Context: an optimization exercise on an open-source flow, tuned for small area and a short achievable clock period. The choices shown serve that exercise and are no tape-out recipe.
Function was checked by simulation only, so behaviour that the tests miss may differ from the original.
Power figures rest on the tool's default switching activity, not on a simulated workload.

Design uyvy_to_rgb_pair_converter, start of the top module:
module uyvy_to_rgb_pair_converter (
    input  logic        i_clk,
    input  logic        i_rst_n,
    input  logic        start,
    output logic        busy,
    input  logic [7:0]  i_cb_sample,
    input  logic [7:0]  i_luma_first,
    input  logic [7:0]  i_cr_sample,
    input  logic [7:0]  i_luma_second,
    output logic        o_valid,
    output logic [15:0] o_red_first,
    output logic [15:0] o_green_first,
    output logic [15:0] o_blue_first,
    output logic [15:0] o_red_second,
    output logic [15:0] o_green_second,
    output logic [15:0] o_blue_second
);
    logic        accept;
    logic        v_in;
    logic [7:0]  cb;
    logic [7:0]  y0;
    logic [7:0]  cr;
    logic [7:0]  y1;
    logic [7:0]  q_y0;
    logic [7:0]  q_y1;
    logic [16:0] n_red_k;
    logic [16:0] q_red_k;
    logic [16:0] n_green_k;
    logic [16:0] q_green_k;
    logic [16:0] n_blue_k;
    logic [16:0] q_blue_k;
    assign busy   = ~i_rst_n;
    assign accept = start & ~busy;
    uyvy2rgb_acc #(.W(32)) u_in (
  ...
clock: 5.5 ns
lec_check: 0
cap_margin: 20
core_margin: 2
core_utilization: 55
setup_slack_margin: 1.4
slew_margin: 20
standard.sh (not shown) runs the stock make flow with config.mk's settings and CLKGATE_MAP_FILE= SYNTH_SCRIPT=/design/flow/synth_recipe.tcl, a recipe that flattens the netlist after the stock synthesis.
==> flow/flow/run.sh <==
#!/bin/bash
# Own layout flow: the standard ORFS flow (standard.sh), with the input
# and output port buffers made from a plain buffer cell instead of the
# resizer's default choice. Everything else is the standard flow.
# The full make output goes to flow_make.log in the work folder; ORFS keeps
# each step's own log under orfs/logs/.
set -euo pipefail
export BUFFER_PORTS_ARGS="-buffer_cell sky130_fd_sc_hd__buf_1"
bash standard.sh finish > flow_make.log 2>&1
Change:
SETUP_SLACK_MARGIN = 1.5   (was 1.4)
TNS_END_PERCENT = 25   (was not set)
Routed wire length decreases slightly.
Total power stays flat.
Cell area is about the same.
Via count hardly moves.
Sequential power hardly moves.
Setup slack gets worse by 0.0078 ns.
Count of clock-buffer cells in the layout is unchanged.
Critical path depth stays the same.

* * *

uyvy_to_rgb_pair_converter again, from the RTL that the note above started with.
clock: 5.5 ns
lec_check: 0
abc_area: 1
cap_margin: 20
core_margin: 2
core_utilization: 55
setup_slack_margin: 1.5
slew_margin: 20
Scripts as last shown in full above: flow/flow/run.sh
The first run completed with no timing, DRC or antenna violations.
Next try:
--- a/flow/config.mk
+++ b/flow/config.mk
@@ -7,3 +7,2 @@
 export LEC_CHECK = 0
-export ABC_AREA = 1
 export CAP_MARGIN = 20
@@ -11,3 +10,3 @@
 export CORE_UTILIZATION = 55
-export SETUP_SLACK_MARGIN = 1.5
+export SETUP_SLACK_MARGIN = 0.8
 export SLEW_MARGIN = 20
Result:
- The changed run ran to the end with no violations
- design area falls by about 7%
- wire length falls by about 18%
- sequential share of layout area rises by 1.1 points
- die area falls by 5.6%
- sequential power hardly moves
- count of clock-buffer cells in the layout is unchanged
- via count falls by about 18%
- first-iteration DRC count falls by about 30%
- global-route usage falls by 3.2 points
Next try:
--- a/flow/config.mk
+++ b/flow/config.mk
@@ -7,2 +7,3 @@
 export LEC_CHECK = 0
+export ABC_AREA = 1
 export CAP_MARGIN = 20
@@ -10,3 +11,3 @@
 export CORE_UTILIZATION = 55
-export SETUP_SLACK_MARGIN = 0.8
+export SETUP_SLACK_MARGIN = 2.0
 export SLEW_MARGIN = 20
Effect: Clock-buffer cell count does not change. First-iteration DRC count went up by well over a third. Cell count went up by a quarter to a third. Die area rises by a few percent. Global-route usage goes up by 4.7 points. Synthesized area increases by a few percent.
Next try:
--- a/flow/config.mk
+++ b/flow/config.mk
@@ -7,3 +7,2 @@
 export LEC_CHECK = 0
-export ABC_AREA = 1
 export CAP_MARGIN = 20
@@ -11,3 +10,3 @@
 export CORE_UTILIZATION = 55
-export SETUP_SLACK_MARGIN = 2.0
+export SETUP_SLACK_MARGIN = 2.2
 export SLEW_MARGIN = 20
After rerunning:
- power rose by 6.5%
- non-clock buffer count rose by 46
- critical path depth fell by 2
- die area fell by 5.6%
- synthesized area fell by 5.8%
- core utilization rose by 5.9 points

* * *

uyvy_to_rgb_pair_converter again, from the RTL that the note above started with.
## uyvy_to_rgb_pair_converter
module uyvy_to_rgb_pair_converter (
    input  logic        i_clk,
    input  logic        i_rst_n,
    input  logic        start,
    output logic        busy,
    input  logic [7:0]  i_cb_sample,
    input  logic [7:0]  i_luma_first,
    input  logic [7:0]  i_cr_sample,
    input  logic [7:0]  i_luma_second,
    output logic        o_valid,
    output logic [15:0] o_red_first,
    output logic [15:0] o_green_first,
    output logic [15:0] o_blue_first,
    output logic [15:0] o_red_second,
    output logic [15:0] o_green_second,
    output logic [15:0] o_blue_second
);
clock: 5.5 ns
lec_check: 0
cap_margin: 20
core_margin: 2
core_utilization: 55
cts_buf_list: sky130_fd_sc_hd__clkbuf_8
setup_slack_margin: 1.5
slew_margin: 20
Scripts as last shown in full above: flow/flow/run.sh
The starting point ran to the end with no violations.
Then changed:
--- a/flow/config.mk
+++ b/flow/config.mk
@@ -8,6 +8,4 @@
 export CAP_MARGIN = 20
 export CORE_MARGIN = 2
-export CORE_UTILIZATION = 55
-export CTS_BUF_LIST = sky130_fd_sc_hd__clkbuf_8
-export SETUP_SLACK_MARGIN = 1.5
+export CORE_UTILIZATION = 40
 export SLEW_MARGIN = 20
The changed run completed with no timing, DRC or antenna violations.
Cell area fell by 2.8%.
Die area increases by 36%.
Utilization fell by 19 points.
Routed wire length increases by 2.7%.
First-iteration DRC count increases by 15%.
Clock-buffer cell count stays the same.
Sequential power is about the same.
Setup slack degrades by 1.0 ns.
Worst hold slack got worse by 0.0048 ns.
Final cell count went up by 3.8%.
Then changed:
--- a/flow/config.mk
+++ b/flow/config.mk
@@ -8,4 +8,6 @@
 export CAP_MARGIN = 20
 export CORE_MARGIN = 2
-export CORE_UTILIZATION = 40
+export CORE_UTILIZATION = 55
+export SETUP_SLACK_MARGIN = 1.5
 export SLEW_MARGIN = 20
+export TNS_END_PERCENT = 0
Routed wire length goes down by 4.0%. First-iteration DRC count goes down by 19%. Core utilization goes up by 18 points. Global-route usage goes up by 6.7 points. Setup slack is better by 0.90 ns. Clock skew goes down by 0.0043 ns. Final cell count goes down by 4.8%. Synthesized cell count does not change. Final area goes up by 1.8%. Critical path depth goes down by 5. Combinational power goes up by about 2%.
Then changed:
--- a/flow/config.mk
+++ b/flow/config.mk
@@ -8,6 +8,5 @@
 export CAP_MARGIN = 20
 export CORE_MARGIN = 2
-export CORE_UTILIZATION = 55
+export CORE_UTILIZATION = 70
 export SETUP_SLACK_MARGIN = 1.5
 export SLEW_MARGIN = 20
-export TNS_END_PERCENT = 0
Outcome: The new run produced a clean layout. Non-clock buffer count grows by 14. Combinational power goes up by 6.6%. Wire length came out higher by 5.8%. Power is higher by 3.7%. Cell area increases by 2.5%. Maximum frequency barely changes.

* * *

run A:
uyvy_to_rgb_pair_converter again, from the RTL that the note above started with.
==> flow/design.v (excerpt) <==
module uyvy_to_rgb_pair_converter (
    input  logic        i_clk,
    input  logic        i_rst_n,
    input  logic        start,
    output logic        busy,
    input  logic [7:0]  i_cb_sample,
    input  logic [7:0]  i_luma_first,
    input  logic [7:0]  i_cr_sample,
    input  logic [7:0]  i_luma_second,
    output logic        o_valid,
    output logic [15:0] o_red_first,
    output logic [15:0] o_green_first,
    output logic [15:0] o_blue_first,
    output logic [15:0] o_red_second,
    output logic [15:0] o_green_second,
    output logic [15:0] o_blue_second
);
clock: 5.5 ns
lec_check: 0
cap_margin: 20
core_margin: 2
core_utilization: 55
setup_slack_margin: 1.65
slew_margin: 20
Scripts as last shown in full above: flow/flow/run.sh
#### Input delta (run B over run A)
diff --git a/flow/config.mk b/flow/config.mk
--- a/flow/config.mk
+++ b/flow/config.mk
@@ -11 +11 @@
-export SETUP_SLACK_MARGIN = 1.65
+export SETUP_SLACK_MARGIN = 1.2
[summary]
Run B closes out successfully: all stages finished, all timing, DRC and antenna checks passed.
Run A → run B: data required time at the worst endpoint decreased by 0.03 ns relative to the old numbers, area share of xor/xnor cells in the synthesized design ~0 delta, shortest period the worst path allows increased by 0.25 ns relative to the old numbers.
Status: clock-cell share of area parity (run B, run A)
Against run A, cell area after layout in run B came out better.
Total nets after synthesis came out exactly the same in run A and run B.
For global routing met3 resource utilization, run B and run A come out practically identical.
Run A and run B ended up with nearly the same hold slack.
Taking run B as 1.0, run A lands at 1.09 on leakage power summed over all cells.
Run B has fraction of the cycle the final worst path needs above what run A had.
Going from run A to run B, the count of instances resized after the clock tree is built was found to have gone down by 63.
--- input diff run B..run C ---
diff --git a/flow/config.mk b/flow/config.mk
--- a/flow/config.mk
+++ b/flow/config.mk
@@ -11 +11 @@
-export SETUP_SLACK_MARGIN = 1.2
+export SETUP_SLACK_MARGIN = 1.8
==> run summary <==
Run C against run B: critical path data required time went up; hold slack did not really move. What run B reported for total wire length has to be multiplied by 1.12 to get the figure for run C. The via density per instance of run C is higher than that of run B.
Changes in run D relative to run C:
diff --git a/flow/config.mk b/flow/config.mk
--- a/flow/config.mk
+++ b/flow/config.mk
@@ -11 +11 @@
-export SETUP_SLACK_MARGIN = 1.8
+export SETUP_SLACK_MARGIN = 1.5
[summary]
Run D finished every stage and its layout cleared the timing, DRC and antenna checks. Going from run C to run D, final area now sits lower, gate count of the mapped netlist now sits at about the same level. The maximum clock frequency of run D is lower than that of run C. Wire: run D routes less than run C.
## Diff of input files: run E against run D
diff --git a/flow/config.mk b/flow/config.mk
--- a/flow/config.mk
+++ b/flow/config.mk
@@ -8 +8 @@
-export CAP_MARGIN = 20
+export CAP_MARGIN = 0
@@ -12 +12 @@
-export SLEW_MARGIN = 20
+export SLEW_MARGIN = 0
==> run summary <==
- Any difference in layout cell share with drive strength beyond 1 between run D and run E is small enough to ignore.
- Both conditions hold for run E: the flow ran to the end and the final layout passed the timing, DRC and antenna checks.
- Any difference in combinational share of power between run D and run E is small enough to ignore.
- Re highest clock rate: no difference whatsoever between run D and run E.
- As far as routed wire length goes, run E and run D are indistinguishable; the numbers are identical.

## separate check: timing with driven ports
No port has a modelled driver above. Below, the same layouts with a new extraction and two added sets of constraints. Step 1 assumes that a clkbuf_16 drives the clock port and a buf_2 every other input. Step 2, shift: input delay + t, output delay - t, t = (earliest + latest rising clock arrival at the registers) / 2. This alone moves slack from input paths to output paths. Three values: ideal ports, drivers, drivers and shift; two values: the first two.
| run | t, ns | setup WS [ns] | cell pins on the clock port's net |
|---|---|---|---|
| the first run of note 1 | 0.406 | 1.593 / 1.549 / 1.608 | 1 |
| the second run of note 1 | 0.406 | 1.585 / 1.541 / 1.662 | 1 |
| the first run of note 2 | 0.405 | 1.694 / 1.674 / 1.694 | 1 |
| the second run of note 2 | 0.405 | 1.150 / 1.150 / 1.150 | 1 |
| the third run of note 2 | 0.408 | 1.911 / 1.911 / 1.911 | 1 |
| the fourth run of note 2 | 0.408 | 1.787 / 1.787 / 1.787 | 1 |
| the first run of note 3 | 0.441 | 1.688 / 1.674 / 1.688 | 1 |
| the second run of note 3 | 0.406 | 0.680 / 0.680 / 0.680 | 1 |
| the third run of note 3 | 0.404 | 1.582 / 1.538 / 1.588 | 1 |
| the fourth run of note 3 | 0.404 | 1.587 / 1.587 / 1.587 | 1 |
| run A | 0.398 | 1.703 / 1.703 / 1.703 | 1 |
| run B | 0.407 | 1.449 / 1.431 / 1.449 | 1 |
| run C | 0.412 | 1.742 / 1.742 / 1.742 | 1 |
| run D | 0.405 | 1.652 / 1.640 / 1.652 | 1 |
| run E | 0.405 | 1.652 / 1.640 / 1.652 | 1 |
After both steps every run listed still meets setup and hold.
